This design comes from an exercise in tuning for small area, a short achievable clock period and few clock cycles per item on the open sky130 flow, not from production work.
RTL that was checked went through simulation tests only; none was proved equivalent to the original.
Only the layout flow was run in runs 1 and 2; the RTL was not checked for function there.
Power is estimated from default activity; no workload was simulated.

===== design/flow/run.sh =====
#!/bin/bash
# synth_recipe.tcl (not shown) runs the flow's synth.tcl, then flattens the netlist and writes it again
# the make line also repeats each setting of config.mk as NAME=value (left out here)
make -C /OpenROAD-flow-scripts/flow DESIGN_CONFIG=/design/flow/config.mk WORK_HOME=/design/flow/orfs CLKGATE_MAP_FILE= SYNTH_SCRIPT=/design/flow/synth_recipe.tcl finish

===== design/flow/config.mk =====
export PLATFORM = sky130hd
export DESIGN_NAME = systolic_array_os_ctrl
export DESIGN_NICKNAME = systolic_array_os_ctrl
export VERILOG_FILES = /design/flow/design.v
export SDC_FILE = /design/flow/constraint.sdc
export NUM_CORES = 4
export LEC_CHECK = 0
export CAP_MARGIN = 20
export CORE_MARGIN = 2
export CORE_UTILIZATION = 40
export PLACE_DENSITY = 0.6
export SLEW_MARGIN = 20

===== design/flow/constraint.sdc =====
create_clock -name core_clock -period 10.0 [get_ports {clk}]
set_input_delay 2.0000 -clock core_clock [delete_from_list [all_inputs] [get_ports {clk}]]
set_output_delay 2.0000 -clock core_clock [all_outputs]
set_load 0.01 [all_outputs]

===== design/flow/design.v =====
`default_nettype none
package sa_pkg;
  function automatic integer row_w(input integer rows);
    row_w = (rows > 1) ? $clog2(rows) : 1;
  endfunction
endpackage
`default_nettype wire
`default_nettype none
module sa_pe
#(
  parameter int DATA_W = 8,
  parameter int ACC_W  = 32
) (
  input  logic              clk,
  input  logic              signed_en,
  input  logic              shift,
  input  logic [DATA_W-1:0] a_in,
  input  logic [DATA_W-1:0] b_in,
  input  logic [ACC_W-1:0]  acc_in,
  output logic [ACC_W-1:0]  acc
);
  logic w_sa;
  logic w_sb;
  logic [ACC_W-1:0] r_acc;
  logic [ACC_W-1:0] w_r0;
  logic [ACC_W-1:0] w_r1;
  logic [ACC_W-1:0] w_sum;
  assign w_sa = signed_en & a_in[DATA_W-1];
  assign w_sb = signed_en & b_in[DATA_W-1];
  logic w_p0;
  logic w_p1;
  logic w_p2;
  logic w_p3;
  logic w_p4;
  logic w_p5;
  logic w_p6;
  logic w_p7;
  logic w_p8;
  logic w_p9;
  logic w_p10;
  logic w_p11;
  logic w_p12;
  logic w_p13;
  logic w_p14;
  logic w_p15;
  logic w_p16;
  logic w_p17;
  logic w_p18;
  logic w_p19;
  logic w_p20;
  logic w_p21;
  logic w_p22;
  logic w_p23;
  logic w_p24;
  logic w_p25;
  logic w_p26;
  logic w_p27;
  logic w_p28;
  logic w_p29;
  logic w_p30;
  logic w_p31;
  logic w_p32;
  logic w_p33;
  logic w_p34;
  logic w_p35;
  logic w_p36;
  logic w_p37;
  logic w_p38;
  logic w_p39;
  logic w_p40;
  logic w_p41;
  logic w_p42;
  logic w_p43;
  logic w_p44;
  logic w_p45;
  logic w_p46;
  logic w_p47;
  logic w_p48;
  logic w_p49;
  logic w_p50;
  logic w_p51;
  logic w_p52;
  logic w_p53;
  logic w_p54;
  logic w_p55;
  logic w_p56;
  logic w_p57;
  logic w_p58;
  logic w_p59;
  logic w_p60;
  logic w_p61;
  logic w_p62;
  logic w_p63;
  logic w_p64;
  logic w_p65;
  logic w_p66;
  logic w_p67;
  logic w_p68;
  logic w_p69;
  logic w_p70;
  logic w_p71;
  logic w_p72;
  logic w_p73;
  logic w_p74;
  logic w_p75;
  logic w_p76;
  logic w_p77;
  logic w_p78;
  logic w_p79;
  logic w_p80;
  logic w_p81;
  logic w_p82;
  logic w_p83;
  logic w_p84;
  logic w_p85;
  logic w_p86;
  logic w_p87;
  logic w_p88;
  logic w_p89;
  logic w_p90;
  logic w_p91;
  logic w_p92;
  logic w_p93;
  logic w_p94;
  logic w_p95;
  logic w_p96;
  logic w_p97;
  logic w_p98;
  logic w_p99;
  logic w_p100;
  logic w_p101;
  logic w_p102;
  logic w_p103;
  logic w_p104;
  logic w_p105;
  logic w_p106;
  logic w_p107;
  logic w_p108;
  logic w_p109;
  logic w_p110;
  logic w_p111;
  logic [17:0] w_s;
  logic [17:0] w_c;
  logic [17:0] r_s;
  logic [17:0] r_c;
  assign w_p0 = (a_in[0] & b_in[6]) ^ (a_in[1] & b_in[5]);
  assign w_p1 = (a_in[0] & b_in[6]) & (a_in[1] & b_in[5]);
  assign w_p2 = (a_in[0] & b_in[7]) ^ (a_in[1] & b_in[6]) ^ (a_in[2] & b_in[5]);
  assign w_p3 = ((a_in[0] & b_in[7]) & (a_in[1] & b_in[6])) | ((a_in[2] & b_in[5]) & ((a_in[0] & b_in[7]) ^ (a_in[1] & b_in[6])));
  assign w_p4 = (a_in[3] & b_in[4]) ^ (a_in[4] & b_in[3]);
  assign w_p5 = (a_in[3] & b_in[4]) & (a_in[4] & b_in[3]);
  assign w_p6 = (a_in[1] & b_in[7]) ^ (a_in[2] & b_in[6]) ^ (a_in[3] & b_in[5]);
  assign w_p7 = ((a_in[1] & b_in[7]) & (a_in[2] & b_in[6])) | ((a_in[3] & b_in[5]) & ((a_in[1] & b_in[7]) ^ (a_in[2] & b_in[6])));
  assign w_p8 = (a_in[4] & b_in[4]) ^ (a_in[5] & b_in[3]) ^ (a_in[6] & b_in[2]);
  assign w_p9 = ((a_in[4] & b_in[4]) & (a_in[5] & b_in[3])) | ((a_in[6] & b_in[2]) & ((a_in[4] & b_in[4]) ^ (a_in[5] & b_in[3])));
  assign w_p10 = (a_in[7] & b_in[1]) ^ ~(w_sa & b_in[0]);
  assign w_p11 = (a_in[7] & b_in[1]) & ~(w_sa & b_in[0]);
  assign w_p12 = (a_in[2] & b_in[7]) ^ (a_in[3] & b_in[6]) ^ (a_in[4] & b_in[5]);
  assign w_p13 = ((a_in[2] & b_in[7]) & (a_in[3] & b_in[6])) | ((a_in[4] & b_in[5]) & ((a_in[2] & b_in[7]) ^ (a_in[3] & b_in[6])));
  assign w_p14 = (a_in[5] & b_in[4]) ^ (a_in[6] & b_in[3]) ^ (a_in[7] & b_in[2]);
  assign w_p15 = ((a_in[5] & b_in[4]) & (a_in[6] & b_in[3])) | ((a_in[7] & b_in[2]) & ((a_in[5] & b_in[4]) ^ (a_in[6] & b_in[3])));
  assign w_p16 = ~(w_sa & b_in[1]) ^ ~(w_sb & a_in[1]) ^ 1'b1;
  assign w_p17 = (~(w_sa & b_in[1]) & ~(w_sb & a_in[1])) | (1'b1 & (~(w_sa & b_in[1]) ^ ~(w_sb & a_in[1])));
  assign w_p18 = (a_in[3] & b_in[7]) ^ (a_in[4] & b_in[6]) ^ (a_in[5] & b_in[5]);
  assign w_p19 = ((a_in[3] & b_in[7]) & (a_in[4] & b_in[6])) | ((a_in[5] & b_in[5]) & ((a_in[3] & b_in[7]) ^ (a_in[4] & b_in[6])));
  assign w_p20 = (a_in[6] & b_in[4]) ^ (a_in[7] & b_in[3]) ^ ~(w_sa & b_in[2]);
  assign w_p21 = ((a_in[6] & b_in[4]) & (a_in[7] & b_in[3])) | (~(w_sa & b_in[2]) & ((a_in[6] & b_in[4]) ^ (a_in[7] & b_in[3])));
  assign w_p22 = (a_in[4] & b_in[7]) ^ (a_in[5] & b_in[6]) ^ (a_in[6] & b_in[5]);
  assign w_p23 = ((a_in[4] & b_in[7]) & (a_in[5] & b_in[6])) | ((a_in[6] & b_in[5]) & ((a_in[4] & b_in[7]) ^ (a_in[5] & b_in[6])));
  assign w_p24 = (a_in[0] & b_in[4]) ^ (a_in[1] & b_in[3]);
  assign w_p25 = (a_in[0] & b_in[4]) & (a_in[1] & b_in[3]);
  assign w_p26 = (a_in[0] & b_in[5]) ^ (a_in[1] & b_in[4]) ^ (a_in[2] & b_in[3]);
  assign w_p27 = ((a_in[0] & b_in[5]) & (a_in[1] & b_in[4])) | ((a_in[2] & b_in[3]) & ((a_in[0] & b_in[5]) ^ (a_in[1] & b_in[4])));
  assign w_p28 = (a_in[3] & b_in[2]) ^ (a_in[4] & b_in[1]);
  assign w_p29 = (a_in[3] & b_in[2]) & (a_in[4] & b_in[1]);
  assign w_p30 = w_p0 ^ (a_in[2] & b_in[4]) ^ (a_in[3] & b_in[3]);
  assign w_p31 = (w_p0 & (a_in[2] & b_in[4])) | ((a_in[3] & b_in[3]) & (w_p0 ^ (a_in[2] & b_in[4])));
  assign w_p32 = (a_in[4] & b_in[2]) ^ (a_in[5] & b_in[1]) ^ (a_in[6] & b_in[0]);
  assign w_p33 = ((a_in[4] & b_in[2]) & (a_in[5] & b_in[1])) | ((a_in[6] & b_in[0]) & ((a_in[4] & b_in[2]) ^ (a_in[5] & b_in[1])));
  assign w_p34 = w_p1 ^ w_p2 ^ w_p4;
  assign w_p35 = (w_p1 & w_p2) | (w_p4 & (w_p1 ^ w_p2));
  assign w_p36 = (a_in[5] & b_in[2]) ^ (a_in[6] & b_in[1]) ^ (a_in[7] & b_in[0]);
  assign w_p37 = ((a_in[5] & b_in[2]) & (a_in[6] & b_in[1])) | ((a_in[7] & b_in[0]) & ((a_in[5] & b_in[2]) ^ (a_in[6] & b_in[1])));
  assign w_p38 = w_p3 ^ w_p5 ^ w_p6;
  assign w_p39 = (w_p3 & w_p5) | (w_p6 & (w_p3 ^ w_p5));
  assign w_p40 = w_p8 ^ w_p10 ^ ~(w_sb & a_in[0]);
  assign w_p41 = (w_p8 & w_p10) | (~(w_sb & a_in[0]) & (w_p8 ^ w_p10));
  assign w_p42 = w_p7 ^ w_p9 ^ w_p11;
  assign w_p43 = (w_p7 & w_p9) | (w_p11 & (w_p7 ^ w_p9));
  assign w_p44 = w_p12 ^ w_p14 ^ w_p16;
  assign w_p45 = (w_p12 & w_p14) | (w_p16 & (w_p12 ^ w_p14));
  assign w_p46 = w_p13 ^ w_p15 ^ w_p17;
  assign w_p47 = (w_p13 & w_p15) | (w_p17 & (w_p13 ^ w_p15));
  assign w_p48 = w_p18 ^ w_p20 ^ ~(w_sb & a_in[2]);
  assign w_p49 = (w_p18 & w_p20) | (~(w_sb & a_in[2]) & (w_p18 ^ w_p20));
  assign w_p50 = w_p19 ^ w_p21 ^ w_p22;
  assign w_p51 = (w_p19 & w_p21) | (w_p22 & (w_p19 ^ w_p21));
  assign w_p52 = (a_in[7] & b_in[4]) ^ ~(w_sa & b_in[3]) ^ ~(w_sb & a_in[3]);
  assign w_p53 = ((a_in[7] & b_in[4]) & ~(w_sa & b_in[3])) | (~(w_sb & a_in[3]) & ((a_in[7] & b_in[4]) ^ ~(w_sa & b_in[3])));
  assign w_p54 = w_p23 ^ (a_in[5] & b_in[7]) ^ (a_in[6] & b_in[6]);
  assign w_p55 = (w_p23 & (a_in[5] & b_in[7])) | ((a_in[6] & b_in[6]) & (w_p23 ^ (a_in[5] & b_in[7])));
  assign w_p56 = (a_in[7] & b_in[5]) ^ ~(w_sa & b_in[4]) ^ ~(w_sb & a_in[4]);
  assign w_p57 = ((a_in[7] & b_in[5]) & ~(w_sa & b_in[4])) | (~(w_sb & a_in[4]) & ((a_in[7] & b_in[5]) ^ ~(w_sa & b_in[4])));
  assign w_p58 = (a_in[6] & b_in[7]) ^ (a_in[7] & b_in[6]) ^ ~(w_sa & b_in[5]);
  assign w_p59 = ((a_in[6] & b_in[7]) & (a_in[7] & b_in[6])) | (~(w_sa & b_in[5]) & ((a_in[6] & b_in[7]) ^ (a_in[7] & b_in[6])));
  assign w_p60 = (a_in[0] & b_in[3]) ^ (a_in[1] & b_in[2]);
  assign w_p61 = (a_in[0] & b_in[3]) & (a_in[1] & b_in[2]);
  assign w_p62 = w_p24 ^ (a_in[2] & b_in[2]) ^ (a_in[3] & b_in[1]);
  assign w_p63 = (w_p24 & (a_in[2] & b_in[2])) | ((a_in[3] & b_in[1]) & (w_p24 ^ (a_in[2] & b_in[2])));
  assign w_p64 = w_p25 ^ w_p26 ^ w_p28;
  assign w_p65 = (w_p25 & w_p26) | (w_p28 & (w_p25 ^ w_p26));
  assign w_p66 = w_p27 ^ w_p29 ^ w_p30;
  assign w_p67 = (w_p27 & w_p29) | (w_p30 & (w_p27 ^ w_p29));
  assign w_p68 = w_p31 ^ w_p33 ^ w_p34;
  assign w_p69 = (w_p31 & w_p33) | (w_p34 & (w_p31 ^ w_p33));
  assign w_p70 = w_p35 ^ w_p37 ^ w_p38;
  assign w_p71 = (w_p35 & w_p37) | (w_p38 & (w_p35 ^ w_p37));
  assign w_p72 = w_p39 ^ w_p41 ^ w_p42;
  assign w_p73 = (w_p39 & w_p41) | (w_p42 & (w_p39 ^ w_p41));
  assign w_p74 = w_p43 ^ w_p45 ^ w_p46;
  assign w_p75 = (w_p43 & w_p45) | (w_p46 & (w_p43 ^ w_p45));
  assign w_p76 = w_p47 ^ w_p49 ^ w_p50;
  assign w_p77 = (w_p47 & w_p49) | (w_p50 & (w_p47 ^ w_p49));
  assign w_p78 = w_p51 ^ w_p53 ^ w_p54;
  assign w_p79 = (w_p51 & w_p53) | (w_p54 & (w_p51 ^ w_p53));
  assign w_p80 = w_p55 ^ w_p57 ^ w_p58;
  assign w_p81 = (w_p55 & w_p57) | (w_p58 & (w_p55 ^ w_p57));
  assign w_p82 = w_p59 ^ (a_in[7] & b_in[7]) ^ ~(w_sa & b_in[6]);
  assign w_p83 = (w_p59 & (a_in[7] & b_in[7])) | (~(w_sa & b_in[6]) & (w_p59 ^ (a_in[7] & b_in[7])));
  assign w_p84 = (a_in[0] & b_in[2]) ^ (a_in[1] & b_in[1]);
  assign w_p85 = (a_in[0] & b_in[2]) & (a_in[1] & b_in[1]);
  assign w_p86 = w_p60 ^ (a_in[2] & b_in[1]) ^ (a_in[3] & b_in[0]);
  assign w_p87 = (w_p60 & (a_in[2] & b_in[1])) | ((a_in[3] & b_in[0]) & (w_p60 ^ (a_in[2] & b_in[1])));
  assign w_p88 = w_p61 ^ w_p62 ^ (a_in[4] & b_in[0]);
  assign w_p89 = (w_p61 & w_p62) | ((a_in[4] & b_in[0]) & (w_p61 ^ w_p62));
  assign w_p90 = w_p63 ^ w_p64 ^ (a_in[5] & b_in[0]);
  assign w_p91 = (w_p63 & w_p64) | ((a_in[5] & b_in[0]) & (w_p63 ^ w_p64));
  assign w_p92 = w_p65 ^ w_p66 ^ w_p32;
  assign w_p93 = (w_p65 & w_p66) | (w_p32 & (w_p65 ^ w_p66));
  assign w_p94 = w_p67 ^ w_p68 ^ w_p36;
  assign w_p95 = (w_p67 & w_p68) | (w_p36 & (w_p67 ^ w_p68));
  assign w_p96 = w_p69 ^ w_p70 ^ w_p40;
  assign w_p97 = (w_p69 & w_p70) | (w_p40 & (w_p69 ^ w_p70));
  assign w_p98 = w_p71 ^ w_p72 ^ w_p44;
  assign w_p99 = (w_p71 & w_p72) | (w_p44 & (w_p71 ^ w_p72));
  assign w_p100 = w_p73 ^ w_p74 ^ w_p48;
  assign w_p101 = (w_p73 & w_p74) | (w_p48 & (w_p73 ^ w_p74));
  assign w_p102 = w_p75 ^ w_p76 ^ w_p52;
  assign w_p103 = (w_p75 & w_p76) | (w_p52 & (w_p75 ^ w_p76));
  assign w_p104 = w_p77 ^ w_p78 ^ w_p56;
  assign w_p105 = (w_p77 & w_p78) | (w_p56 & (w_p77 ^ w_p78));
  assign w_p106 = w_p79 ^ w_p80 ^ ~(w_sb & a_in[5]);
  assign w_p107 = (w_p79 & w_p80) | (~(w_sb & a_in[5]) & (w_p79 ^ w_p80));
  assign w_p108 = w_p81 ^ w_p82 ^ ~(w_sb & a_in[6]);
  assign w_p109 = (w_p81 & w_p82) | (~(w_sb & a_in[6]) & (w_p81 ^ w_p82));
  assign w_p110 = w_p83 ^ ~(w_sa & b_in[7]) ^ ~(w_sb & a_in[7]);
  assign w_p111 = (w_p83 & ~(w_sa & b_in[7])) | (~(w_sb & a_in[7]) & (w_p83 ^ ~(w_sa & b_in[7])));
  assign w_s = {1'b0, w_p111, w_p109, w_p107, w_p105, w_p103, w_p101, w_p99, w_p97, w_p95, w_p93, w_p91, w_p89, w_p87, w_p85, w_p84, (a_in[0] & b_in[1]), (a_in[0] & b_in[0])};
  assign w_c = {1'b0, (w_sa & w_sb), w_p110, w_p108, w_p106, w_p104, w_p102, w_p100, w_p98, w_p96, w_p94, w_p92, w_p90, w_p88, w_p86, (a_in[2] & b_in[0]), (a_in[1] & b_in[0]), 1'b0};
  always_ff @(posedge clk) begin
    r_s <= w_s;
    r_c <= w_c;
  end
  logic w_q0;
  logic w_q1;
  logic w_q2;
  logic w_q3;
  logic w_q4;
  logic w_q5;
  logic w_q6;
  logic w_q7;
  logic w_q8;
  logic w_q9;
  logic w_q10;
  logic w_q11;
  logic w_q12;
  logic w_q13;
  logic w_q14;
  logic w_q15;
  logic w_q16;
  logic w_q17;
  logic w_q18;
  logic w_q19;
  logic w_q20;
  logic w_q21;
  logic w_q22;
  logic w_q23;
  logic w_q24;
  logic w_q25;
  logic w_q26;
  logic w_q27;
  logic w_q28;
  logic w_q29;
  logic w_q30;
  logic w_q31;
  logic w_q32;
  logic w_q33;
  logic w_q34;
  logic w_q35;
  logic w_q36;
  logic w_q37;
  logic w_q38;
  logic w_q39;
  logic w_q40;
  logic w_q41;
  logic w_q42;
  logic w_q43;
  logic w_q44;
  logic w_q45;
  logic w_q46;
  logic w_q47;
  logic w_q48;
  logic w_q49;
  logic w_q50;
  logic w_q51;
  logic w_q52;
  logic w_q53;
  logic w_q54;
  logic w_q55;
  logic w_q56;
  logic w_q57;
  logic w_q58;
  logic w_q59;
  logic w_q60;
  logic w_q61;
  logic w_q62;
  logic w_q63;
  logic w_q64;
  logic w_q65;
  assign w_q0 = r_acc[17] ^ r_s[17];
  assign w_q1 = r_acc[17] & r_s[17];
  assign w_q2 = r_acc[0] ^ r_s[0];
  assign w_q3 = r_acc[0] & r_s[0];
  assign w_q4 = r_acc[1] ^ r_s[1] ^ r_c[1];
  assign w_q5 = (r_acc[1] & r_s[1]) | (r_c[1] & (r_acc[1] ^ r_s[1]));
  assign w_q6 = r_acc[2] ^ r_s[2] ^ r_c[2];
  assign w_q7 = (r_acc[2] & r_s[2]) | (r_c[2] & (r_acc[2] ^ r_s[2]));
  assign w_q8 = r_acc[3] ^ r_s[3] ^ r_c[3];
  assign w_q9 = (r_acc[3] & r_s[3]) | (r_c[3] & (r_acc[3] ^ r_s[3]));
  assign w_q10 = r_acc[4] ^ r_s[4] ^ r_c[4];
  assign w_q11 = (r_acc[4] & r_s[4]) | (r_c[4] & (r_acc[4] ^ r_s[4]));
  assign w_q12 = r_acc[5] ^ r_s[5] ^ r_c[5];
  assign w_q13 = (r_acc[5] & r_s[5]) | (r_c[5] & (r_acc[5] ^ r_s[5]));
  assign w_q14 = r_acc[6] ^ r_s[6] ^ r_c[6];
  assign w_q15 = (r_acc[6] & r_s[6]) | (r_c[6] & (r_acc[6] ^ r_s[6]));
  assign w_q16 = r_acc[7] ^ r_s[7] ^ r_c[7];
  assign w_q17 = (r_acc[7] & r_s[7]) | (r_c[7] & (r_acc[7] ^ r_s[7]));
  assign w_q18 = r_acc[8] ^ r_s[8] ^ r_c[8];
  assign w_q19 = (r_acc[8] & r_s[8]) | (r_c[8] & (r_acc[8] ^ r_s[8]));
  assign w_q20 = r_acc[9] ^ r_s[9] ^ r_c[9];
  assign w_q21 = (r_acc[9] & r_s[9]) | (r_c[9] & (r_acc[9] ^ r_s[9]));
  assign w_q22 = r_acc[10] ^ r_s[10] ^ r_c[10];
  assign w_q23 = (r_acc[10] & r_s[10]) | (r_c[10] & (r_acc[10] ^ r_s[10]));
  assign w_q24 = r_acc[11] ^ r_s[11] ^ r_c[11];
  assign w_q25 = (r_acc[11] & r_s[11]) | (r_c[11] & (r_acc[11] ^ r_s[11]));
  assign w_q26 = r_acc[12] ^ r_s[12] ^ r_c[12];
  assign w_q27 = (r_acc[12] & r_s[12]) | (r_c[12] & (r_acc[12] ^ r_s[12]));
  assign w_q28 = r_acc[13] ^ r_s[13] ^ r_c[13];
  assign w_q29 = (r_acc[13] & r_s[13]) | (r_c[13] & (r_acc[13] ^ r_s[13]));
  assign w_q30 = r_acc[14] ^ r_s[14] ^ r_c[14];
  assign w_q31 = (r_acc[14] & r_s[14]) | (r_c[14] & (r_acc[14] ^ r_s[14]));
  assign w_q32 = r_acc[15] ^ r_s[15] ^ r_c[15];
  assign w_q33 = (r_acc[15] & r_s[15]) | (r_c[15] & (r_acc[15] ^ r_s[15]));
  assign w_q34 = r_acc[16] ^ r_s[16] ^ r_c[16];
  assign w_q35 = (r_acc[16] & r_s[16]) | (r_c[16] & (r_acc[16] ^ r_s[16]));
  assign w_q36 = w_q0 ^ r_c[17] ^ 1'b1;
  assign w_q37 = (w_q0 & r_c[17]) | (1'b1 & (w_q0 ^ r_c[17]));
  assign w_q38 = w_q1 ^ r_acc[18] ^ 1'b1;
  assign w_q39 = (w_q1 & r_acc[18]) | (1'b1 & (w_q1 ^ r_acc[18]));
  assign w_q40 = r_acc[19] ^ 1'b1;
  assign w_q41 = r_acc[19] & 1'b1;
  assign w_q42 = r_acc[20] ^ 1'b1;
  assign w_q43 = r_acc[20] & 1'b1;
  assign w_q44 = r_acc[21] ^ 1'b1;
  assign w_q45 = r_acc[21] & 1'b1;
  assign w_q46 = r_acc[22] ^ 1'b1;
  assign w_q47 = r_acc[22] & 1'b1;
  assign w_q48 = r_acc[23] ^ 1'b1;
  assign w_q49 = r_acc[23] & 1'b1;
  assign w_q50 = r_acc[24] ^ 1'b1;
  assign w_q51 = r_acc[24] & 1'b1;
  assign w_q52 = r_acc[25] ^ 1'b1;
  assign w_q53 = r_acc[25] & 1'b1;
  assign w_q54 = r_acc[26] ^ 1'b1;
  assign w_q55 = r_acc[26] & 1'b1;
  assign w_q56 = r_acc[27] ^ 1'b1;
  assign w_q57 = r_acc[27] & 1'b1;
  assign w_q58 = r_acc[28] ^ 1'b1;
  assign w_q59 = r_acc[28] & 1'b1;
  assign w_q60 = r_acc[29] ^ 1'b1;
  assign w_q61 = r_acc[29] & 1'b1;
  assign w_q62 = r_acc[30] ^ 1'b1;
  assign w_q63 = r_acc[30] & 1'b1;
  assign w_q64 = r_acc[31] ^ 1'b1;
  assign w_q65 = r_acc[31] & 1'b1;
  assign w_r0 = {w_q63, w_q61, w_q59, w_q57, w_q55, w_q53, w_q51, w_q49, w_q47, w_q45, w_q43, w_q41, w_q39, w_q37, w_q35, w_q33, w_q31, w_q29, w_q27, w_q25, w_q23, w_q21, w_q19, w_q17, w_q15, w_q13, w_q11, w_q9, w_q7, w_q5, w_q3, w_q2};
  assign w_r1 = {w_q64, w_q62, w_q60, w_q58, w_q56, w_q54, w_q52, w_q50, w_q48, w_q46, w_q44, w_q42, w_q40, w_q38, w_q36, w_q34, w_q32, w_q30, w_q28, w_q26, w_q24, w_q22, w_q20, w_q18, w_q16, w_q14, w_q12, w_q10, w_q8, w_q6, w_q4, r_c[0]};
  assign w_sum = w_r0 + w_r1;
  always_ff @(posedge clk) begin
    if (shift) r_acc <= acc_in;
    else       r_acc <= w_sum;
  end
  assign acc = r_acc;
endmodule
`default_nettype wire
`default_nettype none
module systolic_array_os_ctrl
#(
  parameter int ROWS   = 4,
  parameter int COLS   = 4,
  parameter int DATA_W = 8,
  parameter int ACC_W  = 32,
  parameter int KLEN_W = 16,
  localparam int OROW_W = (ROWS > 1) ? $clog2(ROWS) : 1
) (
  input  logic                     clk,
  input  logic                     rst_n,
  input  logic                     start,
  input  logic [KLEN_W-1:0]        k_len,
  input  logic                     signed_en,
  output logic                     busy,
  input  logic                     in_valid,
  output logic                     in_ready,
  input  logic [ROWS*DATA_W-1:0]   a_data,
  input  logic [COLS*DATA_W-1:0]   b_data,
  output logic                     out_valid,
  input  logic                     out_ready,
  output logic [OROW_W-1:0]        out_row,
  output logic [COLS*ACC_W-1:0]    out_data,
  output logic                     done
);
  localparam int c_row_w = sa_pkg::row_w(ROWS);
  logic                  r_busy;
  logic                  r_load;
  logic                  r_out;
  logic                  r_done;
  logic                  r_signed;
  logic                  r_dirty;
  logic                  r_wait;
  logic [1:0]            r_zcnt;
  logic [KLEN_W-1:0]     r_rem;
  logic [c_row_w-1:0]    r_row;
  logic                  r_l1;
  logic                  r_l2;
  logic                  w_beat;
  logic                  w_last;
  logic                  w_take;
  logic                  w_shift;
  logic [ROWS*DATA_W-1:0] r_a;
  logic [COLS*DATA_W-1:0] r_b;
  logic [ACC_W-1:0]       w_acc [ROWS+1][COLS];
  assign w_beat  = r_load & in_valid;
  assign w_last  = (r_rem == KLEN_W'(1));
  assign w_take  = r_out & out_ready;
  assign w_shift = w_take | r_dirty;
  always_ff @(posedge clk or negedge rst_n) begin
    if (!rst_n) begin
      r_busy   <= 1'b0;
      r_load   <= 1'b0;
      r_out    <= 1'b0;
      r_done   <= 1'b0;
      r_signed <= 1'b0;
      r_dirty  <= 1'b1;
      r_wait   <= 1'b0;
      r_zcnt   <= '0;
      r_rem    <= '0;
      r_row    <= '0;
      r_l1     <= 1'b0;
      r_l2     <= 1'b0;
    end else begin
      r_done <= 1'b0;
      r_l1   <= w_beat & w_last;
      r_l2   <= r_l1;
      if (r_dirty) begin
        r_zcnt <= r_zcnt + 1'b1;
        if (r_zcnt == 2'd3) r_dirty <= 1'b0;
      end
      if (!r_busy) begin
        if (start) begin
          r_busy   <= 1'b1;
          r_signed <= signed_en;
          r_rem    <= k_len;
          if (r_dirty)             r_wait <= 1'b1;
          else if (k_len != '0)    r_load <= 1'b1;
          else                     r_out  <= 1'b1;
        end
      end
      if (r_wait && !r_dirty) begin
        r_wait <= 1'b0;
        if (r_rem != '0) r_load <= 1'b1;
        else             r_out  <= 1'b1;
      end
      if (w_beat) begin
        r_rem <= r_rem - 1'b1;
        if (w_last) r_load <= 1'b0;
      end
      if (r_l2) r_out <= 1'b1;
      if (w_take) begin
        r_row <= r_row + 1'b1;
        if (r_row == c_row_w'(ROWS - 1)) begin
          r_out  <= 1'b0;
          r_busy <= 1'b0;
          r_done <= 1'b1;
        end
      end
    end
  end
  always_ff @(posedge clk) begin
    r_a <= w_beat ? a_data : '0;
    r_b <= w_beat ? b_data : '0;
  end
  for (genvar gj = 0; gj < COLS; gj++) begin : g_zero
    assign w_acc[ROWS][gj] = '0;
  end
  for (genvar gi = 0; gi < ROWS; gi++) begin : g_pe_row
    for (genvar gj = 0; gj < COLS; gj++) begin : g_pe_col
      sa_pe #(
        .DATA_W (DATA_W),
        .ACC_W  (ACC_W)
      ) u_pe (
        .clk       (clk),
        .signed_en (r_signed),
        .shift     (w_shift),
        .a_in      (r_a[gi*DATA_W +: DATA_W]),
        .b_in      (r_b[gj*DATA_W +: DATA_W]),
        .acc_in    (w_acc[gi+1][gj]),
        .acc       (w_acc[gi][gj])
      );
    end
  end
  for (genvar gj = 0; gj < COLS; gj++) begin : g_out
    assign out_data[gj*ACC_W +: ACC_W] = w_acc[0][gj];
  end
  assign busy      = r_busy;
  assign in_ready  = r_load;
  assign out_valid = r_out;
  assign out_row   = r_row;
  assign done      = r_done;
endmodule
`default_nettype wire

==> impl_results.md, run 1 <==
- Outcome: no timing/DRC/antenna violations
- Synth Register Bits: 1133
- DP HPWL: 172.8 mm
- Clk_skew: 0.02761 ns
- Met3 usage: 3.167%
- Netlist Area Pre-Place: 87740 sq um
- Num rows: 171
- Leak: 0.04534 uW
- Crit Path Max Fanout: 79
- CP Launch Point: out_ready
- WP buf/inv: 3
- Register-to-register setup slack: 5.70 ns
- Syn. warnings: 4
- Area Overhead vs Synth: 10.29%
- Syn_area_per_cell: 8.964 sq um
- CP top delay family: buffers and inverters
- Clk pin slew, worst setup/hold paths: 0.06 ns
- Unrepaired setup endpoints after global routing: no
- Congestion Overflow GR: 0
- Crit path DAT: 5.06 ns
- Final WS setup: 5.619 ns
- Placer Congestion: 0.9138
- CTS Sinks: 1133
- Stages on the worst setup path: 8
- Layout cells sized above 1: 4.132%
- TritonRoute pass-1 iters: 5
- Global-route wire length before repair: 383.8 mm
- Synth async-reset ratio: 2.560%
- Postcts setup bufs: 0
- Largest net degree at the start of global routing: 201
- Hold_sp: r_l1
- Critical R2R Launch: g_pe_row[0].g_pe_col[2].u_pe.r_acc[1]
- Setup tns final: 0 ns
- NumNets Final: 11450
- Via Count: 66210
- Drc violations: 0
- Post-placement worst setup slack: 4.807 ns
- Hold WS: 0.3481 ns
- H-tree levels: 4
- Cell mode on critical path: buf_4
- # IOs: 220
- Die Y: 472.3 microns
- Die W: 472.3 microns
- Min-delay worst type: flip-flop to flip-flop
- Hold depth: 0
- CTS Buffer Depth: 3
- PwrDens: 336.9 nW/um^2
- Clock root buffer: clkbuf_16
- CP cell instances: clkdlybuf4s50_1 -> nand2_1 -> nand2b_4 -> buf_4 -> buf_4 -> o31ai_1 -> a21oi_1 -> o211ai_1
- Worst-Margin Slew: 0.9674 ns
- CTS tree: yes
- Die ar.: 223100 sq um
- Top_reg_cell synth: dfxtp_1
- Worst Setup Path Type: input pin to flip-flop
- M1 GR Usage: 28.27%
- Non-filler cells, final: 12660
- Max VDD drop: 0.1798 mV
- Fin. Hold Viols: 0
- Initial antenna violation count: 10
- Slowest-stage cell, CP: buf_4
- Initial Utilization: 40.32%
- Max cap viols: 0
- Vias per cell: 5.231
- GRT Total Usage: 21.59%
- Slew margin rel.: 35.50%
- Max Clk Rate: 228.2 MHz
- Seq/Total Area, Yosys: 26.02%
- Post-Syn Nets: 11540
- R2R depth: 13
- Core area: 217600 sq um
- Period utilization: 43.81%
- GR met2 Demand/Resource: 35.85%
- Cells after DPL: 12400
- Final wirelength: 237.9 mm
- Setup crit start kind: input pin
- Slew Viols, Final: 0
- Avg WL per Cell: 18.80 microns
- Post-synth EDFFs: 0
- Vias in the first global route: 69000
- Input/output buffers: 219
- DRT iter0 DRCs: 4133
- Distinct cell type count after synthesis: 102
- Final setup fails: 0
- Worst path max stage delay: 0.63 ns
- CTS Buf Count: 141
- Min Clock Period, post-route: 4.381 ns
- Post-synthesis cell count: 9788
- Hold Buf Count CTS: 0
- # fillers: 20730
- Post-cts sizing count: 0
- Most used routing layer: met2
- WP data required: 10.68 ns
- CP endpoint kind: flip-flop
- Clock latency on the worst-skew pair: 0.80 ns
- Post-DRT Antenna Nets: 0
==> metal layers <==
metal  part of all wire [%]  wire length [microns]
met3                    5.2                  12480
met4                    4.2                  10080
met2                     47                 110800
met1                     44                 104500
met5                  0.013                     30
==> through the flow <==
step,util [%],cell area (sq um),power [uW]
after global routing,44.47,96760,35620
final,44.47,96760,32600
after floorplan,-,87740,22310
after global placement,42.25,91930,26820
after detailed placement,42.25,91930,27170
after CTS,44.47,96760,32720
==> synthesized netlist by cell type (98+ instances only) <==
cell type | count | area share, %
a21o_1 | 266 | 2.3
dfxtp_1 | 1104 | 25
xor2_1 | 206 | 2.1
nand3_1 | 105 | 0.60
ha_1 | 628 | 9.0
and2_1 | 644 | 4.6
o21ai_1 | 98 | 0.56
clkbuf_1 | 465 | 2.0
nand2_1 | 1302 | 5.6
a21oi_1 | 438 | 2.5
xnor2_1 | 207 | 2.1
and3_1 | 196 | 1.4
fa_1 | 1040 | 24
inv_1 | 1289 | 5.5
o21ai_0 | 463 | 2.6
nor2_1 | 353 | 1.5
==> layout by cell type (no fill, tap or decap), types with 206 or more instances in the layout <==
cell type           n
ha_1              628
and2_1            645
fa_1             1040
xnor2_1           207
o21ai_0           463
clkdlybuf4s50_1   218
nand2_1          1302
a21o_1            266
nor2_1            353
inv_1            1289
a21oi_1           437
xor2_1            206
dfxtp_1          1081
==> logic make-up (layout without fill, tap and decap cells) <==
| kind of cell | Yosys count | count (layout) | share of synthesized area, % |
|---|---|---|---|
| flops | 1133 | 1133 | 26.02 |
| compound gates | 1790 | 1790 | 12.82 |
| simple gates | 2935 | 2935 | 16.05 |
| mux | 15 | 15 | 0.1854 |
| xor+xnor | 413 | 413 | 4.123 |
| fa+ha+maj | 1668 | 1668 | 32.69 |
| other cells | 0 | 3 | 0 |
| buf+inv | 1834 | 1847 | 8.112 |
==> power breakdown <==
| part | switching, uW | total (uW) | internal, uW | leakage (uW) |
|---|---|---|---|---|
| combinational | 11100 | 19700 | 8530 | 0.0334 |
| sequential | 1420 | 7620 | 6200 | 0.00954 |
| clock | 2110 | 5320 | 3210 | 0.00239 |
| total | 14700 | 32600 | 17900 | 0.0453 |
==> layout make-up <==
cell class	count	area, sq um	share of cell area, %
multi-input cells	6821	57810	59.74
well taps	2854	3571	3.690
repair buffers	306	2853	2.948
diodes	3	7.507	0.007758
inverters	1289	4838	5.000
clock inverters	51	698.2	0.7215
clock buffers	201	4125	4.263
flip-flops and latches	1133	22860	23.62
==> registers in the layout, summed over array words and instances, names as in the netlist, 2 cells and up <==
register	cells
g_pe_row.g_pe_col.u_pe.r_acc	512
g_pe_row.g_pe_col.u_pe.r_c	256
g_pe_row.g_pe_col.u_pe.r_s	272
r_a	32
r_b	32
r_rem	16
r_row	2
r_zcnt	2
==> worst paths after layout <==
path                                                          endpoint
worst max register to register  g_pe_row[0].g_pe_col[2].u_pe.r_acc[31]
worst min register to register                                    r_l2
min in group asynchronous                                       r_busy
max in group asynchronous                                      r_dirty
worst min-delay path                                              r_l2
worst max-delay path            g_pe_row[1].g_pe_col[0].u_pe.r_acc[24]
==> run 2: changes to the inputs <==
--- a/design/flow/design.v
+++ b/design/flow/design.v
@@ -396,5 +396,185 @@
   assign w_r0 = {w_q63, w_q61, w_q59, w_q57, w_q55, w_q53, w_q51, w_q49, w_q47, w_q45, w_q43, w_q41, w_q39, w_q37, w_q35, w_q33, w_q31, w_q29, w_q27, w_q25, w_q23, w_q21, w_q19, w_q17, w_q15, w_q13, w_q11, w_q9, w_q7, w_q5, w_q3, w_q2};
   assign w_r1 = {w_q64, w_q62, w_q60, w_q58, w_q56, w_q54, w_q52, w_q50, w_q48, w_q46, w_q44, w_q42, w_q40, w_q38, w_q36, w_q34, w_q32, w_q30, w_q28, w_q26, w_q24, w_q22, w_q20, w_q18, w_q16, w_q14, w_q12, w_q10, w_q8, w_q6, w_q4, r_c[0]};
-  assign w_sum = w_r0 + w_r1;
+  logic [ACC_W-1:0] w_g;
+  logic [ACC_W-1:0] w_pp;
+  assign w_g  = w_r0 & w_r1;
+  assign w_pp = w_r0 ^ w_r1;
+  logic w_bg0;
+  assign w_bg0 = w_g[1] | (w_pp[1] & w_g[0]);
+  logic w_bp0;
+  assign w_bp0 = w_pp[1] & w_pp[0];
+  logic w_bg1;
+  assign w_bg1 = w_g[3] | (w_pp[3] & w_g[2]);
+  logic w_bp1;
+  assign w_bp1 = w_pp[3] & w_pp[2];
+  logic w_bg2;
+  assign w_bg2 = w_g[5] | (w_pp[5] & w_g[4]);
+  logic w_bp2;
+  assign w_bp2 = w_pp[5] & w_pp[4];
+  logic w_bg3;
+  assign w_bg3 = w_g[7] | (w_pp[7] & w_g[6]);
+  logic w_bp3;
+  assign w_bp3 = w_pp[7] & w_pp[6];
+  logic w_bg4;
+  assign w_bg4 = w_g[9] | (w_pp[9] & w_g[8]);
+  logic w_bp4;
+  assign w_bp4 = w_pp[9] & w_pp[8];
+  logic w_bg5;
+  assign w_bg5 = w_g[11] | (w_pp[11] & w_g[10]);
+  logic w_bp5;
+  assign w_bp5 = w_pp[11] & w_pp[10];
+  logic w_bg6;
+  assign w_bg6 = w_g[13] | (w_pp[13] & w_g[12]);
+  logic w_bp6;
+  assign w_bp6 = w_pp[13] & w_pp[12];
+  logic w_bg7;
+  assign w_bg7 = w_g[15] | (w_pp[15] & w_g[14]);
+  logic w_bp7;
+  assign w_bp7 = w_pp[15] & w_pp[14];
+  logic w_bg8;
+  assign w_bg8 = w_g[17] | (w_pp[17] & w_g[16]);
+  logic w_bp8;
+  assign w_bp8 = w_pp[17] & w_pp[16];
+  logic w_bg9;
+  assign w_bg9 = w_g[19] | (w_pp[19] & w_g[18]);
+  logic w_bp9;
+  assign w_bp9 = w_pp[19] & w_pp[18];
+  logic w_bg10;
+  assign w_bg10 = w_g[21] | (w_pp[21] & w_g[20]);
+  logic w_bp10;
+  assign w_bp10 = w_pp[21] & w_pp[20];
+  logic w_bg11;
+  assign w_bg11 = w_g[23] | (w_pp[23] & w_g[22]);
+  logic w_bp11;
+  assign w_bp11 = w_pp[23] & w_pp[22];
+  logic w_bg12;
+  assign w_bg12 = w_g[25] | (w_pp[25] & w_g[24]);
+  logic w_bp12;
+  assign w_bp12 = w_pp[25] & w_pp[24];
+  logic w_bg13;
+  assign w_bg13 = w_g[27] | (w_pp[27] & w_g[26]);
+  logic w_bp13;
+  assign w_bp13 = w_pp[27] & w_pp[26];
+  logic w_bg14;
+  assign w_bg14 = w_g[29] | (w_pp[29] & w_g[28]);
+  logic w_bp14;
+  assign w_bp14 = w_pp[29] & w_pp[28];
+  logic w_bg15;
+  assign w_bg15 = w_g[31] | (w_pp[31] & w_g[30]);
+  logic w_bp15;
+  assign w_bp15 = w_pp[31] & w_pp[30];
+  logic w_bg16;
+  assign w_bg16 = w_bg1 | (w_bp1 & w_bg0);
+  logic w_bp16;
+  assign w_bp16 = w_bp1 & w_bp0;
+  logic w_bg17;
+  assign w_bg17 = w_bg3 | (w_bp3 & w_bg2);
+  logic w_bp17;
+  assign w_bp17 = w_bp3 & w_bp2;
+  logic w_bg18;
+  assign w_bg18 = w_bg5 | (w_bp5 & w_bg4);
+  logic w_bp18;
+  assign w_bp18 = w_bp5 & w_bp4;
+  logic w_bg19;
+  assign w_bg19 = w_bg7 | (w_bp7 & w_bg6);
+  logic w_bp19;
+  assign w_bp19 = w_bp7 & w_bp6;
+  logic w_bg20;
+  assign w_bg20 = w_bg9 | (w_bp9 & w_bg8);
+  logic w_bp20;
+  assign w_bp20 = w_bp9 & w_bp8;
+  logic w_bg21;
+  assign w_bg21 = w_bg11 | (w_bp11 & w_bg10);
+  logic w_bp21;
+  assign w_bp21 = w_bp11 & w_bp10;
+  logic w_bg22;
+  assign w_bg22 = w_bg13 | (w_bp13 & w_bg12);
+  logic w_bp22;
+  assign w_bp22 = w_bp13 & w_bp12;
+  logic w_bg23;
+  assign w_bg23 = w_bg15 | (w_bp15 & w_bg14);
+  logic w_bp23;
+  assign w_bp23 = w_bp15 & w_bp14;
+  logic w_bg24;
+  assign w_bg24 = w_bg17 | (w_bp17 & w_bg16);
+  logic w_bp24;
+  assign w_bp24 = w_bp17 & w_bp16;
+  logic w_bg25;
+  assign w_bg25 = w_bg19 | (w_bp19 & w_bg18);
+  logic w_bp25;
+  assign w_bp25 = w_bp19 & w_bp18;
+  logic w_bg26;
+  assign w_bg26 = w_bg21 | (w_bp21 & w_bg20);
+  logic w_bp26;
+  assign w_bp26 = w_bp21 & w_bp20;
+  logic w_bg27;
+  assign w_bg27 = w_bg23 | (w_bp23 & w_bg22);
+  logic w_bp27;
+  assign w_bp27 = w_bp23 & w_bp22;
+  logic w_bg28;
+  assign w_bg28 = w_bg25 | (w_bp25 & w_bg24);
+  logic w_bp28;
+  assign w_bp28 = w_bp25 & w_bp24;
+  logic w_bg29;
+  assign w_bg29 = w_bg27 | (w_bp27 & w_bg26);
+  logic w_bp29;
+  assign w_bp29 = w_bp27 & w_bp26;
+  logic w_bg30;
+  assign w_bg30 = w_bg29 | (w_bp29 & w_bg28);
+  logic w_bp30;
+  assign w_bp30 = w_bp29 & w_bp28;
+  logic w_bg31;
+  assign w_bg31 = w_bg26 | (w_bp26 & w_bg28);
+  logic w_bg32;
+  assign w_bg32 = w_bg18 | (w_bp18 & w_bg24);
+  logic w_bg33;
+  assign w_bg33 = w_bg20 | (w_bp20 & w_bg28);
+  logic w_bg34;
+  assign w_bg34 = w_bg22 | (w_bp22 & w_bg31);
+  logic w_bg35;
+  assign w_bg35 = w_bg2 | (w_bp2 & w_bg16);
+  logic w_bg36;
+  assign w_bg36 = w_bg4 | (w_bp4 & w_bg24);
+  logic w_bg37;
+  assign w_bg37 = w_bg6 | (w_bp6 & w_bg32);
+  logic w_bg38;
+  assign w_bg38 = w_bg8 | (w_bp8 & w_bg28);
+  logic w_bg39;
+  assign w_bg39 = w_bg10 | (w_bp10 & w_bg33);
+  logic w_bg40;
+  assign w_bg40 = w_bg12 | (w_bp12 & w_bg31);
+  logic w_bg41;
+  assign w_bg41 = w_bg14 | (w_bp14 & w_bg34);
+  logic w_bg42;
+  assign w_bg42 = w_g[2] | (w_pp[2] & w_bg0);
+  logic w_bg43;
+  assign w_bg43 = w_g[4] | (w_pp[4] & w_bg16);
+  logic w_bg44;
+  assign w_bg44 = w_g[6] | (w_pp[6] & w_bg35);
+  logic w_bg45;
+  assign w_bg45 = w_g[8] | (w_pp[8] & w_bg24);
+  logic w_bg46;
+  assign w_bg46 = w_g[10] | (w_pp[10] & w_bg36);
+  logic w_bg47;
+  assign w_bg47 = w_g[12] | (w_pp[12] & w_bg32);
+  logic w_bg48;
+  assign w_bg48 = w_g[14] | (w_pp[14] & w_bg37);
+  logic w_bg49;
+  assign w_bg49 = w_g[16] | (w_pp[16] & w_bg28);
+  logic w_bg50;
+  assign w_bg50 = w_g[18] | (w_pp[18] & w_bg38);
+  logic w_bg51;
+  assign w_bg51 = w_g[20] | (w_pp[20] & w_bg33);
+  logic w_bg52;
+  assign w_bg52 = w_g[22] | (w_pp[22] & w_bg39);
+  logic w_bg53;
+  assign w_bg53 = w_g[24] | (w_pp[24] & w_bg31);
+  logic w_bg54;
+  assign w_bg54 = w_g[26] | (w_pp[26] & w_bg40);
+  logic w_bg55;
+  assign w_bg55 = w_g[28] | (w_pp[28] & w_bg34);
+  logic w_bg56;
+  assign w_bg56 = w_g[30] | (w_pp[30] & w_bg41);
+  assign w_sum = {(w_pp[31] ^ w_bg56), (w_pp[30] ^ w_bg41), (w_pp[29] ^ w_bg55), (w_pp[28] ^ w_bg34), (w_pp[27] ^ w_bg54), (w_pp[26] ^ w_bg40), (w_pp[25] ^ w_bg53), (w_pp[24] ^ w_bg31), (w_pp[23] ^ w_bg52), (w_pp[22] ^ w_bg39), (w_pp[21] ^ w_bg51), (w_pp[20] ^ w_bg33), (w_pp[19] ^ w_bg50), (w_pp[18] ^ w_bg38), (w_pp[17] ^ w_bg49), (w_pp[16] ^ w_bg28), (w_pp[15] ^ w_bg48), (w_pp[14] ^ w_bg37), (w_pp[13] ^ w_bg47), (w_pp[12] ^ w_bg32), (w_pp[11] ^ w_bg46), (w_pp[10] ^ w_bg36), (w_pp[9] ^ w_bg45), (w_pp[8] ^ w_bg24), (w_pp[7] ^ w_bg44), (w_pp[6] ^ w_bg35), (w_pp[5] ^ w_bg43), (w_pp[4] ^ w_bg16), (w_pp[3] ^ w_bg42), (w_pp[2] ^ w_bg0), (w_pp[1] ^ w_g[0]), w_pp[0]};
   always_ff @(posedge clk) begin
     if (shift) r_acc <= acc_in;
--- a/design/flow/config.mk
+++ b/design/flow/config.mk
@@ -8,5 +8,5 @@
 export CAP_MARGIN = 20
 export CORE_MARGIN = 2
-export CORE_UTILIZATION = 40
-export PLACE_DENSITY = 0.6
+export CORE_UTILIZATION = 60
+export PLACE_DENSITY = 0.7
 export SLEW_MARGIN = 20
==> run 2 against run 1 <==
Effect of this change: register-to-register slack worse by 0.09 ns; synthesized area fell by 6.2%; sequential power up 3.4%; critical path type is now flip-flop to flip-flop; core utilization increased by 22 points; critical path depth grew 2; highest routed layer unchanged; die area shrank 37%; sequential cell count stayed put; first-iteration DRC count down 16%; worst hold slack improved by 0.0048 ns; still clean; fmax fell by 0.14%.
==> impl_results.md, run 2 <==
- Outcome: no timing/DRC/antenna violations (unchanged)
- Crit path DAT: 5.04 ns (was 5.06 ns)
- DP HPWL: 138.0 mm (was 172.8 mm)
- Most common cell in the netlist: fa_1 (was nand2_1)
- Register with the most flip-flops: g_pe_row.g_pe_col.u_pe.r_acc (unchanged)
- CP cell instances: buf_4 -> and2_1 -> buf_4 -> nand2_1 -> ha_1 -> inv_1 -> fa_1 -> inv_1 -> fa_1 -> fa_1 (was clkdlybuf4s50_1 -> nand2_1 -> nand2b_4 -> buf_4 -> buf_4 -> o31ai_1 -> a21oi_1 -> o211ai_1)
- Min-delay worst type: flip-flop to flip-flop (unchanged)
- Congestion Overflow GR: 0 (unchanged)
- CTS Sinks: 1133 (unchanged)
- WP data required: 10.65 ns (was 10.68 ns)
- Slew Viols, Final: 0 (unchanged)
- Period utilization: 43.88% (was 43.81%)
- Synth async-reset ratio: 2.560% (unchanged)
- Via Count: 55790 (was 66210)
- Max reg flops: 512 (unchanged)
- Hold_sp: r_l1 (unchanged)
- Commonest cells post-synth: fa_1 (1264), inv_1 (1179), dfxtp_1 (1104), and2_1 (889), nand2_1 (812) (was nand2_1 (1302), inv_1 (1289), dfxtp_1 (1104), fa_1 (1040), and2_1 (644))
- Top cell type's share of synthesized area: 30.75% (was 25.19%)
- WP buf/inv: 4 (was 3)
- Die Y: 374.3 microns (was 472.3 microns)
- Hold depth: 0 (unchanged)
- Clock latency on the worst-skew pair: 0.78 ns (was 0.80 ns)
- Vias per cell: 5.508 (was 5.231)
- Global-route wire length before repair: 319.8 mm (was 383.8 mm)
- Yosys top cell by area: fa_1 (was dfxtp_1)
- Syn_area_per_cell: 10.01 sq um (was 8.964 sq um)
- CTS Buffer Depth: 3 (unchanged)
- Fin. Hold Viols: 0 (unchanged)
- Dpl cell area: 85480 sq um (was 91930 sq um)
- Area of the multi-input gates: 53230 sq um (was 57810 sq um)
- Hold WS: 0.3529 ns (was 0.3481 ns)
- Worst path max stage delay: 0.87 ns (was 0.63 ns)
- CP endpoint kind: flip-flop (unchanged)
- Most frequent cells in the layout: fa_1 (1264), inv_1 (1179), dfxtp_1 (1090) (was nand2_1 (1302), inv_1 (1289), dfxtp_1 (1081))
- Input/output buffers: 219 (unchanged)
- Switching power of the nets: 12700 uW (was 14660 uW)
- GR met2 Demand/Resource: 45.25% (was 35.85%)
- Initial Utilization: 60.59% (was 40.32%)
- Slowest-stage cell, CP: and2_1 (was buf_4)
- Clk_skew: 0.02490 ns (was 0.02761 ns)
- Stages on the worst setup path: 10 (was 8)
- # IOs: 220 (unchanged)
- Avg WL per Cell: 19.26 microns (was 18.80 microns)
- Worst Setup Path Type: flip-flop to flip-flop (was input pin to flip-flop)
- Setup crit start kind: flip-flop (was input pin)
- Post-Syn Nets: 10180 (was 11540)
- Clock root buffer: clkbuf_16 (unchanged)
- # fillers: 10750 (was 20730)
- Sw frac: 42.58% (was 44.98%)
- PwrDens: 331.2 nW/um^2 (was 336.9 nW/um^2)
- Met3 usage: 6.551% (was 3.167%)
- Largest regs: g_pe_row.g_pe_col.u_pe.r_acc (512), g_pe_row.g_pe_col.u_pe.r_s (272), g_pe_row.g_pe_col.u_pe.r_c (256) (unchanged)
- H-tree levels: 4 (unchanged)
- Worst-Margin Slew: 1.274 ns (was 0.9674 ns)
- DRT iter0 DRCs: 3460 (was 4133)
- Drc violations: 0 (unchanged)
- Distinct cell type count after synthesis: 77 (was 102)
- Top_reg_cell synth: dfxtp_1 (unchanged)
- Min Clock Period, post-route: 4.388 ns (was 4.381 ns)
- Netlist Area Pre-Place: 82280 sq um (was 87740 sq um)
- NumNets Final: 10200 (was 11450)
- Die ar.: 140100 sq um (was 223100 sq um)
- Synth Register Bits: 1133 (unchanged)
- Post-DRT Antenna Nets: 0 (unchanged)
- Postcts setup bufs: 0 (unchanged)
- Internal: 17130 uW (was 17940 uW)
- Clk pin slew, worst setup/hold paths: 0.06 ns (about the same)
- Max cap viols: 0 (unchanged)
- Post-route cell area: 90080 sq um (was 96760 sq um)
- Num rows: 135 (was 171)
- Initial antenna violation count: 14 (was 10)
- End of the worst register-to-register path: g_pe_row[1].g_pe_col[0].u_pe.r_c[9] (was g_pe_row[0].g_pe_col[2].u_pe.r_acc[31])
- Area Overhead vs Synth: 9.477% (was 10.29%)
- Setup tns final: 0 ns (unchanged)
- Max VDD drop: 0.1813 mV (was 0.1798 mV)
- Hold Buf Count CTS: 0 (unchanged)
- TritonRoute pass-1 iters: 7 (was 5)
- Final wirelength: 195.1 mm (was 237.9 mm)
- Register area: 22850 sq um (was 22860 sq um)
- Max Clk Rate: 227.9 MHz (was 228.2 MHz)
- Post-cts sizing count: 0 (unchanged)
- CTS tree: yes (unchanged)
- Seq/Total Area, Yosys: 27.74% (was 26.02%)
- Largest net degree at the start of global routing: 206 (was 201)
- Vias in the first global route: 59810 (was 69000)
- Clock share of power: 17.0% (was 16.3%)
- End of the worst hold path: r_l2 (unchanged)
- Most used routing layer: met2 (unchanged)
- Register-to-register setup slack: 5.61 ns (was 5.70 ns)
- Most common cell after layout, fill and taps aside: fa_1 (was nand2_1)
- R2R depth: 10 (was 13)
- CTS Buf Count: 136 (was 141)
- Syn. warnings: 4 (unchanged)
- Layout cells sized above 1: 4.169% (was 4.132%)
- Final setup fails: 0 (unchanged)
- Area contributors post-synth: fa_1 (31%), dfxtp_1 (27%), ha_1 (9.3%) (was dfxtp_1 (25%), fa_1 (24%), ha_1 (9.0%))
- Critical R2R Launch: r_signed (was g_pe_row[0].g_pe_col[2].u_pe.r_acc[1])
- GRT Total Usage: 28.92% (was 21.59%)
- CP Launch Point: r_signed (was out_ready)
- Cell mode on critical path: fa_1 (was buf_4)
- Comb pwr share: 56.6% (was 60.3%)
- Crit Path Max Fanout: 43 (was 79)
- Post-synthesis cell count: 8222 (was 9788)
- Leak: 0.04287 uW (was 0.04534 uW)
- Reg power frac: 26.4% (was 23.4%)
- Die W: 374.3 microns (was 472.3 microns)
- Placer Congestion: 0.8686 (was 0.9138)
- Slew margin rel.: 15.05% (was 35.50%)
- Post-synth EDFFs: 0 (unchanged)
- Core area: 135800 sq um (was 217600 sq um)
- M1 GR Usage: 40.53% (was 28.27%)
- CP top delay family: adder cells (was buffers and inverters)
- Unrepaired setup endpoints after global routing: no (unchanged)
run 2: changes by cell type in the layout (fill, tap and decap cells not counted), moves of 48 or more:
cell and delta:
a211oi_1 -48, a21o_1 -147, a21oi_1 -131, and2_1 +244
fa_1 +224, inv_1 -110, nand2_1 -490, nand3_1 -87
nor3_1 -53, o21ai_0 -173, o21ai_1 -94, xnor2_1 -82
xor2_1 -73
run 2: cells by family after synthesis:
logic type,synth area share (%)
AND/OR/NAND/NOR,14.60
multiplexers,0.02737
buffers and inverters,7.589
flip-flops,27.74
adder cells (fa/ha/maj),40.06
XOR/XNOR,2.746
AO/OA/AOI/OAI,7.238
run 2: layout make-up:
cell class | instances | share of cell area [%]
tap | 1781 | 2.474
timing repair buffer | 287 | 3.050
inverter | 1179 | 4.913
antenna | 1 | 0.002778
sequential | 1133 | 25.36
multi-input combinational | 5501 | 59.09
clock inverter | 48 | 0.5889
clock buffer | 199 | 4.517
run 2: how the worst max path moves through the flow:
| stage | to | slack [ns] |
|---|---|---|
| floorplan | g_pe_row[3].g_pe_col[0].u_pe.r_acc[31] | 6.67 |
| global placement | g_pe_row[0].g_pe_col[0].u_pe.r_acc[27] | 5.31 |
| detailed placement | g_pe_row[0].g_pe_col[3].u_pe.r_acc[29] | 5.22 |
| CTS | g_pe_row[1].g_pe_col[0].u_pe.r_c[9] | 5.60 |
| global route | g_pe_row[1].g_pe_col[0].u_pe.r_c[9] | 5.45 |
| finish | g_pe_row[1].g_pe_col[0].u_pe.r_c[9] | 5.61 |
run 2: stage by stage:
stage	cells	setup WS [ns]	utilization, %	total power [uW]
floorplan	8222	6.674	-	20350
global placement	9881	5.315	62.94	23990
detailed placement	9881	5.222	62.94	24720
CTS	10130	5.602	66.33	30070
global route	10130	5.450	66.33	32990
finish	10130	5.612	66.33	29840
run 2: layer usage:
metal  share of wire, %  wire [microns]
met1                 44           86040
met2                 45           87960
met3                8.2           15960
met4                2.6            5061
met5              0.033              64
run 2: worst reg2reg max path, stage by stage (launching register included):
cell     delay, ns
dfrtp_2       0.66
buf_4         0.51
and2_1        0.89
buf_4         0.40
nand2_1       0.10
ha_1          0.30
inv_1         0.05
fa_1          0.39
inv_1         0.08
fa_1          0.43
fa_1          0.45
run 2: power by group through the flow:
stage | Clock [uW] | Combinational, uW | Sequential [uW]
6_report | 5070 | 16900 | 7880
3_3_place_gp | 0 | 16000 | 7970
5_1_grt | 5360 | 19500 | 8120
2_1_floorplan | 0 | 12900 | 7480
3_5_place_dp | 0 | 16800 | 7970
4_1_cts | 5180 | 17000 | 7900
==> run 3: changes to the inputs <==
--- a/design/flow/design.v
+++ b/design/flow/design.v
@@ -13,5 +13,6 @@
 ) (
   input  logic              clk,
-  input  logic              signed_en,
+  input  logic              a_neg,
+  input  logic              b_neg,
   input  logic              shift,
   input  logic [DATA_W-1:0] a_in,
@@ -26,6 +27,6 @@
   logic [ACC_W-1:0] w_r1;
   logic [ACC_W-1:0] w_sum;
-  assign w_sa = signed_en & a_in[DATA_W-1];
-  assign w_sb = signed_en & b_in[DATA_W-1];
+  assign w_sa = a_neg;
+  assign w_sb = b_neg;
   logic w_p0;
   logic w_p1;
@@ -629,4 +630,6 @@
   logic [ROWS*DATA_W-1:0] r_a;
   logic [COLS*DATA_W-1:0] r_b;
+  logic [ROWS-1:0]        r_as;
+  logic [COLS-1:0]        r_bs;
   logic [ACC_W-1:0]       w_acc [ROWS+1][COLS];
   assign w_beat  = r_load & in_valid;
@@ -689,4 +692,6 @@
     r_a <= w_beat ? a_data : '0;
     r_b <= w_beat ? b_data : '0;
+    for (int i = 0; i < ROWS; i++) r_as[i] <= w_beat & r_signed & a_data[i*DATA_W + DATA_W-1];
+    for (int j = 0; j < COLS; j++) r_bs[j] <= w_beat & r_signed & b_data[j*DATA_W + DATA_W-1];
   end
   for (genvar gj = 0; gj < COLS; gj++) begin : g_zero
@@ -700,5 +705,6 @@
       ) u_pe (
         .clk       (clk),
-        .signed_en (r_signed),
+        .a_neg     (r_as[gi]),
+        .b_neg     (r_bs[gj]),
         .shift     (w_shift),
         .a_in      (r_a[gi*DATA_W +: DATA_W]),
--- a/design/flow/config.mk
+++ b/design/flow/config.mk
@@ -10,3 +10,4 @@
 export CORE_UTILIZATION = 60
 export PLACE_DENSITY = 0.7
+export SETUP_SLACK_MARGIN = 5
 export SLEW_MARGIN = 20
==> run 3 against run 2 <==
Effect of this change: still clean; combinational power barely moved; count of clock-buffer cells in the layout fell by 19; worst hold slack improved by 0.018 ns; via count rose by 0.13%; critical path depth rose by 4; sequential power rose by 0.8%; clock power fell by 2%; largest cell class unchanged.
==> impl_results.md, run 3 <==
- Distinct cell type count after synthesis: 73 (was 77)
- R2R depth: 14 (was 10)
- Max Clk Rate: 231.8 MHz (was 227.9 MHz)
- Min-delay worst type: flip-flop to flip-flop (unchanged)
- Avg WL per Cell: 19.43 microns (was 19.26 microns)
- Max reg flops: 512 (unchanged)
- Register with the most flip-flops: g_pe_row.g_pe_col.u_pe.r_acc (unchanged)
- # IOs: 220 (unchanged)
- Slowest-stage cell, CP: o41ai_1 (was and2_1)
- Via Count: 55860 (was 55790)
- Post-synthesis cell count: 8224 (was 8222)
- PnR Total Power: 29850 uW (was 29840 uW)
- Post-placement worst setup slack: 5.298 ns (was 5.222 ns)
- Synth Register Bits: 1141 (was 1133)
- Area of the multi-input gates: 53370 sq um (was 53230 sq um)
- Worst path max stage delay: 0.59 ns (was 0.87 ns)
- Final wirelength: 197.2 mm (was 195.1 mm)
- Reg power frac: 26.6% (was 26.4%)
- Most common cell after layout, fill and taps aside: fa_1 (unchanged)
- Hold Buf Count CTS: 0 (unchanged)
- Cells after DPL: 9910 (was 9881)
- # fillers: 10790 (was 10750)
- Top_reg_cell synth: dfxtp_1 (unchanged)
- Area Overhead vs Synth: 9.472% (was 9.477%)
- Drc violations: 0 (unchanged)
- Setup crit start kind: flip-flop (unchanged)
- Core area: 137000 sq um (was 135800 sq um)
- CTS Buf Count: 131 (was 136)
- CTS tree: yes (unchanged)
- Slew margin rel.: 20.47% (was 15.05%)
- Largest net degree at the start of global routing: 189 (was 206)
- Die Y: 374.7 microns (was 374.3 microns)
- CTS Sinks: 1141 (was 1133)
- End of the worst hold path: r_l2 (unchanged)
- Final WS setup: 5.686 ns (was 5.612 ns)
- Clk_skew: 0.02270 ns (was 0.02490 ns)
- Vias in the first global route: 59040 (was 59810)
- Worst Setup Path Type: flip-flop to flip-flop (unchanged)
- Clock root buffer: clkbuf_16 (unchanged)
- Outcome: no timing/DRC/antenna violations (unchanged)
- Critical R2R Launch: g_pe_row[3].g_pe_col[2].u_pe.r_acc[2] (was r_signed)
- Register-to-register setup slack: 5.69 ns (was 5.61 ns)
- WP buf/inv: 2 (was 4)
- Syn_area_per_cell: 10.02 sq um (was 10.01 sq um)
- GRT Total Usage: 29.10% (was 28.92%)
- Leak: 0.04248 uW (was 0.04287 uW)
- Crit Path Max Fanout: 5 (was 43)
- Post-route cell area: 90250 sq um (was 90080 sq um)
- Max cap viols: 0 (unchanged)
- Min Clock Period, post-route: 4.314 ns (was 4.388 ns)
- DRT iter0 DRCs: 3706 (was 3460)
- Crit path DAT: 4.93 ns (was 5.04 ns)
- Max VDD drop: 0.1599 mV (was 0.1813 mV)
- Initial Utilization: 60.18% (was 60.59%)
- CP endpoint kind: flip-flop (unchanged)
- Die ar.: 140400 sq um (was 140100 sq um)
- Worst-Margin Slew: 1.193 ns (was 1.274 ns)
- NumNets Final: 10210 (was 10200)
- Hold depth: 0 (unchanged)
- Post-cts sizing count: 0 (unchanged)
- Global-route wire length before repair: 319.7 mm (was 319.8 mm)
- Internal: 17040 uW (was 17130 uW)
- Commonest cells post-synth: fa_1 (1264), inv_1 (1156), dfxtp_1 (1112), and2_1 (980), nand2_1 (813) (was fa_1 (1264), inv_1 (1179), dfxtp_1 (1104), and2_1 (889), nand2_1 (812))
- Non-filler cells, final: 10150 (was 10130)
- CP cell instances: inv_1 -> fa_1 -> inv_1 -> ha_1 -> a211oi_1 -> o21ai_1 -> o2111ai_1 -> a32o_2 -> nor4_2 -> o41ai_1 -> fa_1 -> xor2_1 -> xnor2_1 -> nor2_1 (was buf_4 -> and2_1 -> buf_4 -> nand2_1 -> ha_1 -> inv_1 -> fa_1 -> inv_1 -> fa_1 -> fa_1)
- Post-DRT Antenna Nets: 0 (unchanged)
- Input/output buffers: 219 (unchanged)
- Comb pwr share: 56.7% (was 56.6%)
- Largest regs: g_pe_row.g_pe_col.u_pe.r_acc (512), g_pe_row.g_pe_col.u_pe.r_s (272), g_pe_row.g_pe_col.u_pe.r_c (256) (unchanged)
- Unrepaired setup endpoints after global routing: no (unchanged)
- Period utilization: 43.14% (was 43.88%)
- Num rows: 136 (was 135)
- Yosys top cell by area: fa_1 (unchanged)
- Hold_sp: r_l1 (unchanged)
- DP HPWL: 140.6 mm (was 138.0 mm)
- End of the worst register-to-register path: g_pe_row[3].g_pe_col[2].u_pe.r_acc[31] (was g_pe_row[1].g_pe_col[0].u_pe.r_c[9])
- Initial antenna violation count: 13 (was 14)
- CP top delay family: compound AO/OA/AOI/OAI gates (was adder cells)
- Seq/Total Area, Yosys: 27.89% (was 27.74%)
- Setup tns final: 0 ns (unchanged)
- Synth async-reset ratio: 2.542% (was 2.560%)
- Placer Congestion: 0.8707 (was 0.8686)
- Clock latency on the worst-skew pair: 0.79 ns (was 0.78 ns)
- WP data required: 10.62 ns (was 10.65 ns)
- Postcts setup bufs: 0 (unchanged)
- Final setup fails: 0 (unchanged)
- Post-synth EDFFs: 0 (unchanged)
- Clock share of power: 16.7% (was 17.0%)
- Dpl cell area: 85750 sq um (was 85480 sq um)
- Switching power of the nets: 12810 uW (was 12700 uW)
- H-tree levels: 4 (unchanged)
- PwrDens: 330.8 nW/um^2 (was 331.2 nW/um^2)
- Die W: 374.7 microns (was 374.3 microns)
- Top cell type's share of synthesized area: 30.69% (was 30.75%)
- Clk pin slew, worst setup/hold paths: 0.06 ns (about the same)
- Layout cells sized above 1: 4.060% (was 4.169%)
- Vias per cell: 5.503 (was 5.508)
- Most frequent cells in the layout: fa_1 (1264), inv_1 (1156), dfxtp_1 (1095) (was fa_1 (1264), inv_1 (1179), dfxtp_1 (1090))
- Netlist Area Pre-Place: 82440 sq um (was 82280 sq um)
- Most common cell in the netlist: fa_1 (unchanged)
- Fin. Hold Viols: 0 (unchanged)
- TritonRoute pass-1 iters: 6 (was 7)
- CTS Buffer Depth: 3 (unchanged)
- Congestion Overflow GR: 0 (unchanged)
- Register area: 23010 sq um (was 22850 sq um)
- Syn. warnings: 4 (unchanged)
- Sw frac: 42.91% (was 42.58%)
- Post-Syn Nets: 10190 (was 10180)
- Area contributors post-synth: fa_1 (31%), dfxtp_1 (27%), ha_1 (9.3%) (unchanged)
- Slew Viols, Final: 0 (unchanged)
-- run 3: cell count changes in the layout (fill, tap and decap cells not counted), sizes merged, moves of 9 or more --
cell    previous run  this run
and2             890       980
and3             156        80
inv             1186      1161
clkbuf           199       180
a21oi            307       316
-- run 3: layout make-up --
cell class                 count  share of cell area [%]
clock inverter                53                  0.8138
tap                         1794                   2.487
timing repair buffer         294                   3.089
inverter                    1156                   4.808
sequential                  1141                   25.50
clock buffer                 180                   4.137
antenna                        9                 0.02496
multi-input combinational   5525                   59.14
-- run 3: worst max path at each step --
stage	from	end	slack (ns)	depth (start not counted)
2_1_floorplan	g_pe_row[3].g_pe_col[0].u_pe.r_acc[2]	g_pe_row[3].g_pe_col[0].u_pe.r_acc[31]	6.64	14
3_3_place_gp	out_ready	g_pe_row[0].g_pe_col[0].u_pe.r_acc[3]	5.33	6
3_5_place_dp	out_ready	g_pe_row[2].g_pe_col[0].u_pe.r_acc[9]	5.30	6
4_1_cts	g_pe_row[0].g_pe_col[3].u_pe.r_acc[2]	g_pe_row[0].g_pe_col[3].u_pe.r_acc[31]	5.68	12
5_1_grt	g_pe_row[2].g_pe_col[2].u_pe.r_acc[5]	g_pe_row[2].g_pe_col[2].u_pe.r_acc[31]	5.53	12
6_report	g_pe_row[3].g_pe_col[2].u_pe.r_acc[2]	g_pe_row[3].g_pe_col[2].u_pe.r_acc[31]	5.69	14
-- run 3: stage by stage --
step,util [%],hold WS (ns)
4_1_cts,65.86,0.3745
3_3_place_gp,62.60,0.3348
5_1_grt,65.87,0.3889
6_report,65.88,0.3710
2_1_floorplan,-,0.3312
3_5_place_dp,62.60,0.3478
-- run 3: power groups by stage --
stage / logic [uW] / clock network (uW) / registers [uW]
5_1_grt: 19600 / 5240 / 8180
6_report: 16900 / 4980 / 7940
2_1_floorplan: 12800 / 0 / 7510
4_1_cts: 17000 / 5070 / 7970
3_3_place_gp: 16100 / 0 / 8040
3_5_place_dp: 16800 / 0 / 8050
-- run 3: routing by layer --
| metal | GRT usage (%) | wire, microns |
|---|---|---|
| met2 | 45.39 | 88550 |
| met5 | 0 | 21 |
| met3 | 6.393 | 15790 |
| met1 | 41.15 | 87540 |
| met4 | 8.026 | 5343 |
-- run 3: cells by family after synthesis --
logic type | share of synthesized area, %
flip-flops | 27.89
AO/OA/AOI/OAI | 7.193
XOR/XNOR | 2.741
multiplexers | 0.02732
buffers and inverters | 7.400
AND/OR/NAND/NOR | 14.77
adder cells (fa/ha/maj) | 39.98
-- run 3: worst register-to-register path, delay by kind of cell (launching register included) --
kind / cells / cell delay (ns)
AO/OA/AOI/OAI: 5 / 2.04
adder cells (fa/ha/maj): 3 / 1.17
AND/OR/NAND/NOR: 2 / 0.16
XOR/XNOR: 2 / 0.30
buffers and inverters: 2 / 0.13
flip-flops: 1 / 0.35
Testbench counts of run 3, summed over its fixed seeds: cycles 12,562, jobs 320.
